From an optimization exercise on the open Yosys and OpenROAD flow, aimed at a short achievable clock period and few clock cycles per item; shortcuts taken in it are not production practice. Function was checked by simulation only, so behaviour that the tests miss may differ from the original. No driver is modelled on the clock port, so clocking that relies on it looks cheaper here than on a real chip. No activity file was given, so power comes from the tool's default toggle rates.

Design rvv_backend, start of the top module:
module rvv_backend (
    input  logic                                 clk,
    input  logic                                 rst_n,
    input  logic                                 insts_valid,
    input  logic [rvv_arch_pkg::INST_W-1:0]      insts,
    input  logic [rvv_arch_pkg::XLEN-1:0]        insts_scalar,
    output logic                                 insts_ready,
    output logic [rvv_pipe_pkg::CQ_CNT_W-1:0]    remaining_count,
    output logic                                 rt_valid,
    output rvv_arch_pkg::vidx_t                  rt_vd,
    output rvv_arch_pkg::vreg_t                  rt_data,
    output logic                                 rt_illegal,
    input  logic                                 rt_ready,
    output logic                                 rvv_idle
);
Size: about 6,700 flip-flops, ~210 I/O pins, ~290,000 µm² of cells after synthesis.
export LEC_CHECK = 0
export CAP_MARGIN = 50
export CORE_MARGIN = 2
export CORE_UTILIZATION = 42
export PLACE_DENSITY = 0.45
export SETUP_SLACK_MARGIN = 3.5
export SLEW_MARGIN = 65
export TNS_END_PERCENT = 100
create_clock -name core_clock -period 6.0 [get_ports {clk}]
standard.sh (not shown) runs the stock make flow with config.mk's settings and CLKGATE_MAP_FILE= SYNTH_SCRIPT=/design/flow/synth_recipe.tcl, a recipe that flattens the netlist after the stock synthesis.
==> flow/flow/run.sh <==
#!/bin/bash
# The standard layout (standard.sh) with four additions through ORFS's
# step hooks:
#  - the ports placed on the die's edges by flow/io.tcl (IO_CONSTRAINTS,
#    read by the floorplan step);
#  - the flip-flop driving each output port held next to its pin during
#    global placement (flow/pre_gp.tcl and flow/post_gp.tcl);
#  - more passes of ORFS's own timing repair after the clock tree and
#    global routing steps (flow/post_cts.tcl and flow/post_grt.tcl).
# The ORFS run's whole output goes to standard_finish.log in this folder;
# each ORFS step also keeps its own log under orfs/logs/.
set -o pipefail
here=$(pwd)
bash "$here/standard.sh" \
    IO_CONSTRAINTS="$here/flow/io.tcl" \
    PRE_GLOBAL_PLACE_TCL="$here/flow/pre_gp.tcl" \
    POST_GLOBAL_PLACE_TCL="$here/flow/post_gp.tcl" \
    POST_CTS_TCL="$here/flow/post_cts.tcl" \
    POST_GLOBAL_ROUTE_TCL="$here/flow/post_grt.tcl" \
    finish > "$here/standard_finish.log" 2>&1
==> flow/flow/post_cts.tcl <==
# After ORFS's clock tree step has repaired timing once: more passes of the
# same repair, which the first pass leaves undone when it stops at the
# worst path (a path to an output that no repair can speed up), then
# legalise the placement as ORFS's step does.
estimate_parasitics -placement
foreach phases {LEGACY ENDPOINT_FANIN LEGACY} {
  repair_timing -setup -setup_margin $::env(SETUP_SLACK_MARGIN) \
    -repair_tns 100 -match_cell_footprint -phases $phases -verbose
}
repair_timing -hold -hold_margin 0.05 -match_cell_footprint -verbose
detailed_placement
check_placement -verbose
estimate_parasitics -placement
report_worst_slack -max
report_worst_slack -min
==> flow/flow/post_grt.tcl <==
# After ORFS's global routing step has repaired timing once: more passes of
# the same repair, which the first pass leaves undone when it stops at the
# worst path (a path to an output that no repair can speed up), then
# legalise and reroute the changed nets as ORFS's step does.
estimate_parasitics -global_routing
global_route -start_incremental
foreach phases {LEGACY ENDPOINT_FANIN LEGACY LEGACY} {
  repair_timing -setup -setup_margin $::env(SETUP_SLACK_MARGIN) \
    -repair_tns 100 -match_cell_footprint -phases $phases -verbose
}
repair_timing -hold -hold_margin 0.05 -match_cell_footprint -verbose
detailed_placement
global_route -end_incremental
estimate_parasitics -global_routing
report_worst_slack -max
report_worst_slack -min
Other scripts of this flow, unchanged in this note and not shown: flow/flow/io.tcl, flow/flow/post_gp.tcl, flow/flow/pre_gp.tcl
Testbench counts at the start, summed over its fixed seeds: cycles 3,240, items 3,200.
==> next run, changes <==
--- a/flow/config.mk
+++ b/flow/config.mk
@@ -9,4 +9,4 @@
 export CORE_MARGIN = 2
-export CORE_UTILIZATION = 42
-export PLACE_DENSITY = 0.45
+export CORE_UTILIZATION = 54
+export PLACE_DENSITY = 0.56
 export SETUP_SLACK_MARGIN = 3.5
The changed run finished clean. Core utilization came out higher by 13 points. Final cell count fell by about 7%. Non-clock buffer count came out lower by 199. First-iteration DRC count went up by 25%.
==> next run, changes <==
--- a/flow/flow/post_cts.tcl
+++ b/flow/flow/post_cts.tcl
@@ -5,3 +5,3 @@
 estimate_parasitics -placement
-foreach phases {LEGACY ENDPOINT_FANIN LEGACY} {
+foreach phases {LEGACY LEGACY} {
   repair_timing -setup -setup_margin $::env(SETUP_SLACK_MARGIN) \
--- a/flow/flow/post_grt.tcl
+++ b/flow/flow/post_grt.tcl
@@ -6,3 +6,3 @@
 global_route -start_incremental
-foreach phases {LEGACY ENDPOINT_FANIN LEGACY LEGACY} {
+foreach phases {LEGACY ENDPOINT_FANIN LEGACY} {
   repair_timing -setup -setup_margin $::env(SETUP_SLACK_MARGIN) \
--- a/flow/config.mk
+++ b/flow/config.mk
@@ -9,5 +9,5 @@
 export CORE_MARGIN = 2
-export CORE_UTILIZATION = 54
-export PLACE_DENSITY = 0.56
-export SETUP_SLACK_MARGIN = 3.5
+export CORE_UTILIZATION = 42
+export PLACE_DENSITY = 0.45
+export SETUP_SLACK_MARGIN = 3.4
 export SLEW_MARGIN = 65
Result: Final cell count went up by 7.7%. Routed wire length went up by 9.7%. Flip-flop and latch count stays the same. Utilization went down by 13 points. Count of clock-buffer cells in the layout went up by 28. Global-route usage went down by 6.9 points. Clock skew went down by 0.021 ns. Area after synthesis is unchanged.
==> next run, changes <==
--- a/flow/flow/post_cts.tcl
+++ b/flow/flow/post_cts.tcl
@@ -5,3 +5,3 @@
 estimate_parasitics -placement
-foreach phases {LEGACY LEGACY} {
+foreach phases {LEGACY ENDPOINT_FANIN LEGACY} {
   repair_timing -setup -setup_margin $::env(SETUP_SLACK_MARGIN) \
--- a/flow/flow/post_grt.tcl
+++ b/flow/flow/post_grt.tcl
@@ -6,3 +6,3 @@
 global_route -start_incremental
-foreach phases {LEGACY ENDPOINT_FANIN LEGACY} {
+foreach phases {LEGACY ENDPOINT_FANIN LEGACY LEGACY} {
   repair_timing -setup -setup_margin $::env(SETUP_SLACK_MARGIN) \
--- a/flow/config.mk
+++ b/flow/config.mk
@@ -9,5 +9,5 @@
 export CORE_MARGIN = 2
-export CORE_UTILIZATION = 42
-export PLACE_DENSITY = 0.45
-export SETUP_SLACK_MARGIN = 3.4
+export CORE_UTILIZATION = 48
+export PLACE_DENSITY = 0.5
+export SETUP_SLACK_MARGIN = 3.5
 export SLEW_MARGIN = 65
The new run produced a clean layout. Worst setup slack improved by 0.021 ns. Sequential power stays flat. Routed wire length goes down by 4.2%. Final area goes down by 0.78%. Non-clock buffer count goes down by 75. Die area goes down by about 12%. Sequential share of layout area goes up by 0.44 points. Synthesized cell count is unchanged. Power goes down by about 2%. Register-to-register slack improved by 0.07 ns. Utilization goes up by 6.8 points.
==> next run, changes <==
--- a/flow/config.mk
+++ b/flow/config.mk
@@ -9,4 +9,4 @@
 export CORE_MARGIN = 2
-export CORE_UTILIZATION = 48
-export PLACE_DENSITY = 0.5
+export CORE_UTILIZATION = 51
+export PLACE_DENSITY = 0.53
 export SETUP_SLACK_MARGIN = 3.5
Clock power shrinks by about 2%.
Sequential cell count does not change.
Setup slack loses 0.013 ns.
Via count barely changes.
Cell count shrinks by about 2%.
Clock-buffer cell count shrinks by 28.

* * *

== before ==
Another version of the RTL of rvv_backend (not shown whole).
For scale: ~6200 flip-flops.
## rvv_backend
module rvv_backend (
    input  logic                                 clk,
    input  logic                                 rst_n,
    input  logic                                 insts_valid,
    input  logic [rvv_arch_pkg::INST_W-1:0]      insts,
    input  logic [rvv_arch_pkg::XLEN-1:0]        insts_scalar,
    output logic                                 insts_ready,
    output logic [rvv_pipe_pkg::CQ_CNT_W-1:0]    remaining_count,
    output logic                                 rt_valid,
    output rvv_arch_pkg::vidx_t                  rt_vd,
    output rvv_arch_pkg::vreg_t                  rt_data,
    output logic                                 rt_illegal,
    input  logic                                 rt_ready,
    output logic                                 rvv_idle
);
    localparam int CQ_CNT_W = rvv_pipe_pkg::CQ_CNT_W;
    localparam int CQ_DEPTH = rvv_pipe_pkg::CQ_DEPTH;
    logic [rvv_arch_pkg::NUM_VREG*rvv_arch_pkg::VLEN-1:0] regs;
    logic [31:0]         written;
    logic                x_valid;
  ...
clock: 6.0 ns
lec_check: 0
cap_margin: 50
core_margin: 2
core_utilization: 42
place_density: 0.45
setup_slack_margin: 3.3
slew_margin: 65
tns_end_percent: 100
==> flow/flow/run.sh <==
#!/bin/bash
# The standard layout (standard.sh), with the ports placed on the die's
# edges by flow/io.tcl (read by ORFS's floorplan step as IO_CONSTRAINTS).
# The ORFS run's whole output goes to standard_finish.log in this folder;
# each ORFS step also keeps its own log under orfs/logs/.
set -o pipefail
here=$(pwd)
bash "$here/standard.sh" IO_CONSTRAINTS="$here/flow/io.tcl" finish > "$here/standard_finish.log" 2>&1
==> flow/flow/io.tcl <==
# Ports on the die's edges in the order the data flows: commands in on the
# left edge, results out along the bottom edge, each bus spread evenly in
# bit order; the clock in the middle of the top edge.
set die [[ord::get_db_block] getDieArea]
set dbu [[ord::get_db_block] getDbUnitsPerMicron]
set w [expr {double([$die dx]) / $dbu}]
set h [expr {double([$die dy]) / $dbu}]

proc spread {names edge len} {
  set n [llength $names]
  set lo [expr {0.1 * $len}]
  set step [expr {0.8 * $len / $n}]
  for {set i 0} {$i < $n} {incr i} {
    set a [expr {$lo + $i * $step}]
    set b [expr {$a + $step}]
    set_io_pin_constraint -pin_names [list [lindex $names $i]] -region $edge:[format %.2f $a]-[format %.2f $b]
  }
}

set outs {}
for {set i 0} {$i < 128} {incr i} { lappend outs "rt_data\[$i\]" }
for {set i 0} {$i < 5} {incr i} { lappend outs "rt_vd\[$i\]" }
lappend outs rt_illegal rt_valid rt_ready
spread $outs bottom $w

set ins {}
lappend ins rst_n insts_valid insts_ready rvv_idle
for {set i 0} {$i < 4} {incr i} { lappend ins "remaining_count\[$i\]" }
for {set i 0} {$i < 32} {incr i} { lappend ins "insts\[$i\]" }
for {set i 0} {$i < 32} {incr i} { lappend ins "insts_scalar\[$i\]" }
spread $ins left $h

set_io_pin_constraint -pin_names {clk} -region top:[format %.2f [expr {0.48 * $w}]]-[format %.2f [expr {0.52 * $w}]]
Testbench counts of before, summed over its fixed seeds: cycles 3,240, items 3,200.
## Diff of input files: after against before
==> flow/run.sh (new file) <==
#!/bin/bash
# synth_recipe.tcl (not shown) runs the flow's synth.tcl, then flattens the netlist and writes it again
# the make line also repeats each setting of config.mk as NAME=value (left out here)
make -C /OpenROAD-flow-scripts/flow DESIGN_CONFIG=/design/flow/config.mk WORK_HOME=/design/flow/orfs CLKGATE_MAP_FILE= SYNTH_SCRIPT=/design/flow/synth_recipe.tcl finish
removed: flow/flow/run.sh
removed: flow/flow/io.tcl
removed: flow/standard.sh
### Flow results
- | total chip power | before vs after | ≈ equal |
- ~same die outline height in before and after
- From before to after the numbers moved as follows: wire length has increased, via count of the first global-routing pass fell 4355, number of vias per cell after detailed routing grew by about 0.7%.
- The combinational power share in after sits 0.3 points above the value recorded for before.
- Status: fraction of area in clock buffers and inverters parity (before, after)

==> port drivers added, routing unchanged <==
Ports are ideal in the flow. The routed layouts listed here were re-timed in OpenROAD.
Step 1 sets driving cells, clkbuf_16 on the clock port and buf_2 on the other inputs (assumed; they add their load-dependent delay and slew).
Step 2 moves the port delays by t, midway between the first and last clock arrival at a register: inputs arrive t later, outputs are due t later. That takes back most of the time a late clock gives input paths.
a / b / c = ideal ports / drivers / drivers and shift; a / b = the first two.
run | shift t [ns] | setup WS [ns] | cell pins on the clock port's net
the first run of note 1 | 1.261 | 3.215 / 3.116 / 2.238 | 1
the second run of note 1 | 1.246 | 3.223 / 3.128 / 2.398 | 1
the third run of note 1 | 1.253 | 3.223 / 3.124 / 2.176 | 1
the fourth run of note 1 | 1.222 | 3.244 / 3.150 / 2.441 | 1
the fifth run of note 1 | 1.240 | 3.231 / 3.137 / 2.375 | 1
before | 1.240 | 2.936 / 2.837 / 1.773 | 1
after | 1.327 | 2.894 / 2.743 / 2.103 | 1
After both steps setup and hold are still met in every run listed. For before, which loses most, drivers alone change the setup slack by -0.099 ns; drivers and shift together by -1.163 ns.
